From an optimization exercise on the open Yosys and OpenROAD flow, aimed at small area, a short achievable clock period and few clock cycles per item; shortcuts taken in it are not production practice.
RTL that was checked went through simulation tests only; none was proved equivalent to the original.
No activity file was given, so power comes from the tool's default toggle rates.

// euclidean_integer_divider_top
module euclidean_integer_divider_top #(
   parameter int KS = 2       
) (
   input  wire logic              clock,
   input  wire logic              reset,
   input  wire logic              req_valid,
   output logic                   req_ready,
   input  edv_pkg::req_type       req_data,
   output logic                   rsp_valid,
   input  wire logic              rsp_ready,
   output edv_pkg::rsp_type       rsp_data
);
Size in the first run: ~190 flip-flops, roughly 100 I/O pins.
clock: 5.0 ns
lec_check: 0
cap_margin: 20
core_margin: 2
core_utilization: 40
place_density: 0.6
setup_slack_margin: 2.0
slew_margin: 20
standard.sh (not shown) runs the stock make flow with config.mk's settings and CLKGATE_MAP_FILE= SYNTH_SCRIPT=/design/flow/synth_recipe.tcl, a recipe that flattens the netlist after the stock synthesis.
==> flow/flow/run.sh <==
#!/bin/bash
# The standard layout (standard.sh), run in three parts, with these
# changes to how the layout is made:
# - synthesis does not extract full/half adders into sky130 fa/ha cells
#   before ABC (ADDER_MAP_FILE empty), so the carry-save and prefix logic
#   maps as gates;
# - ABC maps with flow/abc_speed.script (structural choices, then delay-
#   oriented mapping) instead of ORFS's, from a copy of ORFS's scripts folder
#   that differs only in that file;
# - during placement only, the delay cells (clkdlybuf4s*, dlygate*, dlymetal*)
#   are also don't-use, so the port buffers that placement inserts on every
#   input and output are plain buffers rather than delay cells.
# Registers, names and all other steps are the standard flow's. Each part's
# make output goes to its own log here; ORFS's per-step logs stay under
# orfs/logs.
set -euo pipefail
rm -rf scripts
cp -r "$FLOW_HOME/scripts" scripts
cp flow/abc_speed.script scripts/abc_speed.script
common=(SCRIPTS_DIR="$PWD/scripts" ADDER_MAP_FILE=)
bash standard.sh "${common[@]}" synth floorplan > flow_synth_floorplan.log 2>&1
du=$(make -s -C "$FLOW_HOME" DESIGN_CONFIG="$PWD/config.mk" WORK_HOME="$PWD/orfs" print-DONT_USE_CELLS | sed -n 's/^DONT_USE_CELLS: //p')
dly="sky130_fd_sc_hd__clkdlybuf4s15_1 sky130_fd_sc_hd__clkdlybuf4s15_2 sky130_fd_sc_hd__clkdlybuf4s18_1 sky130_fd_sc_hd__clkdlybuf4s18_2 sky130_fd_sc_hd__clkdlybuf4s25_1 sky130_fd_sc_hd__clkdlybuf4s25_2 sky130_fd_sc_hd__clkdlybuf4s50_1 sky130_fd_sc_hd__clkdlybuf4s50_2 sky130_fd_sc_hd__dlygate4sd1_1 sky130_fd_sc_hd__dlygate4sd2_1 sky130_fd_sc_hd__dlygate4sd3_1 sky130_fd_sc_hd__dlymetal6s2s_1 sky130_fd_sc_hd__dlymetal6s4s_1 sky130_fd_sc_hd__dlymetal6s6s_1"
bash standard.sh "${common[@]}" DONT_USE_CELLS="$du $dly" place > flow_place.log 2>&1
bash standard.sh "${common[@]}" finish > flow_finish.log 2>&1
==> flow/flow/abc_speed.script <==
strash
dch -f
map
topo
buffer -c
upsize -c
dnsize -c
Testbench counts at the start, summed over its fixed seeds: cycles 37,141, items 3,600.
Then changed:
--- a/flow/design.v
+++ b/flow/design.v
@@ -114,45 +114,51 @@
    logic          fst_q;         
    logic          act_q;         
    logic          pc_q;          
    logic          vld_q;
    wire [31:0] a = req_data.dividend;
    wire [31:0] b = req_data.divisor;
    wire [30:0] bx = b[30:0] ^ {31{b[31]}};
    logic       unused_v;
    logic [4:0] z;
    edv_lzc u_lz (.x({bx, 1'b1}), .v(unused_v), .c(z));
-   logic [4:0] zf_q;     
-   logic       pv_q;     
-   always_ff @(posedge clock) begin
-      zf_q <= z;
-   end
    logic [CW-1:0] cyc;
-   logic [P:0]    epad;
+   logic [P+1:0]  shl;     
    always_comb begin
-      cyc  = '0;
-      epad = '0;
+      cyc = '0;
+      shl = '0;
       for (int i = 0; i < 32; i++) begin
-         if (zf_q == 5'(i)) begin
-            cyc  = CW'((i + 2 + KS - 1) / KS);
-            epad = (P+1)'(1) << (((i + 2 + KS - 1) / KS) * KS - (i + 2));
+         for (int ng = 0; ng < 2; ng++) begin
+            if (z == 5'(i) && b[31] == ng[0]) begin
+               cyc = CW'((i + 1 + ng + KS - 1) / KS);
+               shl = (P+2)'(1) << (P + 1 - ng - (((i + 1 + ng + KS - 1) / KS) * KS - (i + 1 + ng)));
+            end
          end
       end
+   end
+   logic [4:0]    zf_q;
+   logic [P+1:0]  shf_q;
+   logic [CW-1:0] cyf_q;
+   logic          pv_q;     
+   always_ff @(posedge clock) begin
+      zf_q  <= z;
+      shf_q <= shl;
+      cyf_q <= cyc;
    end
    wire [31:0] bn = b << zf_q;
    logic [WN-1:0] w0, c0;
    always_comb begin
       w0 = '0;
       c0 = '0;
-      for (int e = 0; e <= P; e++) begin
-         w0 = w0 | ({WN{epad[e]}} & ({{(WN-32){a[31]}}, a} << (P - e)));
-         c0 = c0 | ({WN{epad[e] & b[31]}} & ({{(WN-32){b[31]}}, b} << (P - e)));
+      for (int k = 0; k <= P + 1; k++) begin
+         w0 = w0 | ({WN{shf_q[k]}} & ({{(WN-32){a[31]}}, a} << k));
+         c0 = c0 | ({WN{shf_q[k] & b[31]}} & ({{(WN-32){b[31]}}, b} << k));
       end
    end
    wire [YN-1:0] dx   = {{(YN-34-P){d_q[31]}}, d_q, {(P+2){1'b0}}};
    wire          dneg = d_q[31];
    function automatic logic [1:0] dsel(input logic [3:0] est, input logic neg);
       logic ge0, m1;
       ge0 = !est[3];
       m1  = (est == 4'b1111);
       dsel = neg ? {!ge0 && !m1, ge0} : {ge0, !ge0 && !m1};    
    endfunction
@@ -236,21 +242,21 @@
          d_q    <= bn;
          bneg_q <= b[31];
          bz_q   <= (b == 32'd0);
       end
    end
    always_ff @(posedge clock) begin
       if (load) begin
          ws_q  <= w0;
          wc_q  <= c0;
          {qp0_q, qn0_q} <= dsel(w0[WN-1:WN-4] + c0[WN-1:WN-4], b[31]);
-         cnt_q <= cyc;
+         cnt_q <= cyf_q;
          fst_q <= 1'b1;
       end else begin
          ws_q  <= ws[KS];
          wc_q  <= wc[KS];
          {qp0_q, qn0_q} <= {qp[KS], qn[KS]};
          cnt_q <= cnt_q - 1'b1;
          fst_q <= 1'b0;
       end
    end
    always_ff @(posedge clock) begin
Total power is higher by roughly a tenth.
Setup slack degrades by 0.28 ns.
Via count rose by a few percent.
Count of clock-buffer cells in the layout shrinks by 1.
Hold slack degrades by 0.034 ns.
Fmax came out lower by a little under a tenth.
Core utilization rises by 4.3 points.
Cell area climbs by roughly a tenth.
For the second run of this note, only the layout was checked, not whether the RTL still works.

static timing again, ports no longer ideal:
Ports are ideal in the flow. The routed layouts listed here were re-timed in OpenROAD. Step 1 sets driving cells, clkbuf_16 on the clock port and buf_2 on the other inputs (assumed; they add their load-dependent delay and slew). Step 2 moves the port delays by t, midway between the first and last clock arrival at a register: inputs arrive t later, outputs are due t later. That takes back most of the time a late clock gives input paths. Slacks: ideal / step 1 / step 2; pairs: ideal / step 1.
| run | shift t [ns] | setup slack, ns | clock arrival spread, ns | pins driven straight from the clock port |
|---|---|---|---|---|
| the first run | 0.507 | 2.118 / 2.118 / 1.700 | 0.021 / 0.022 | 1 |
| the second run | 0.528 | 1.836 / 1.718 / 1.190 | 0.023 / 0.022 | 1 |
After both steps every run listed still meets setup and hold. For the second run, which loses most, drivers alone change the setup slack by -0.118 ns; drivers and shift together by -0.646 ns.
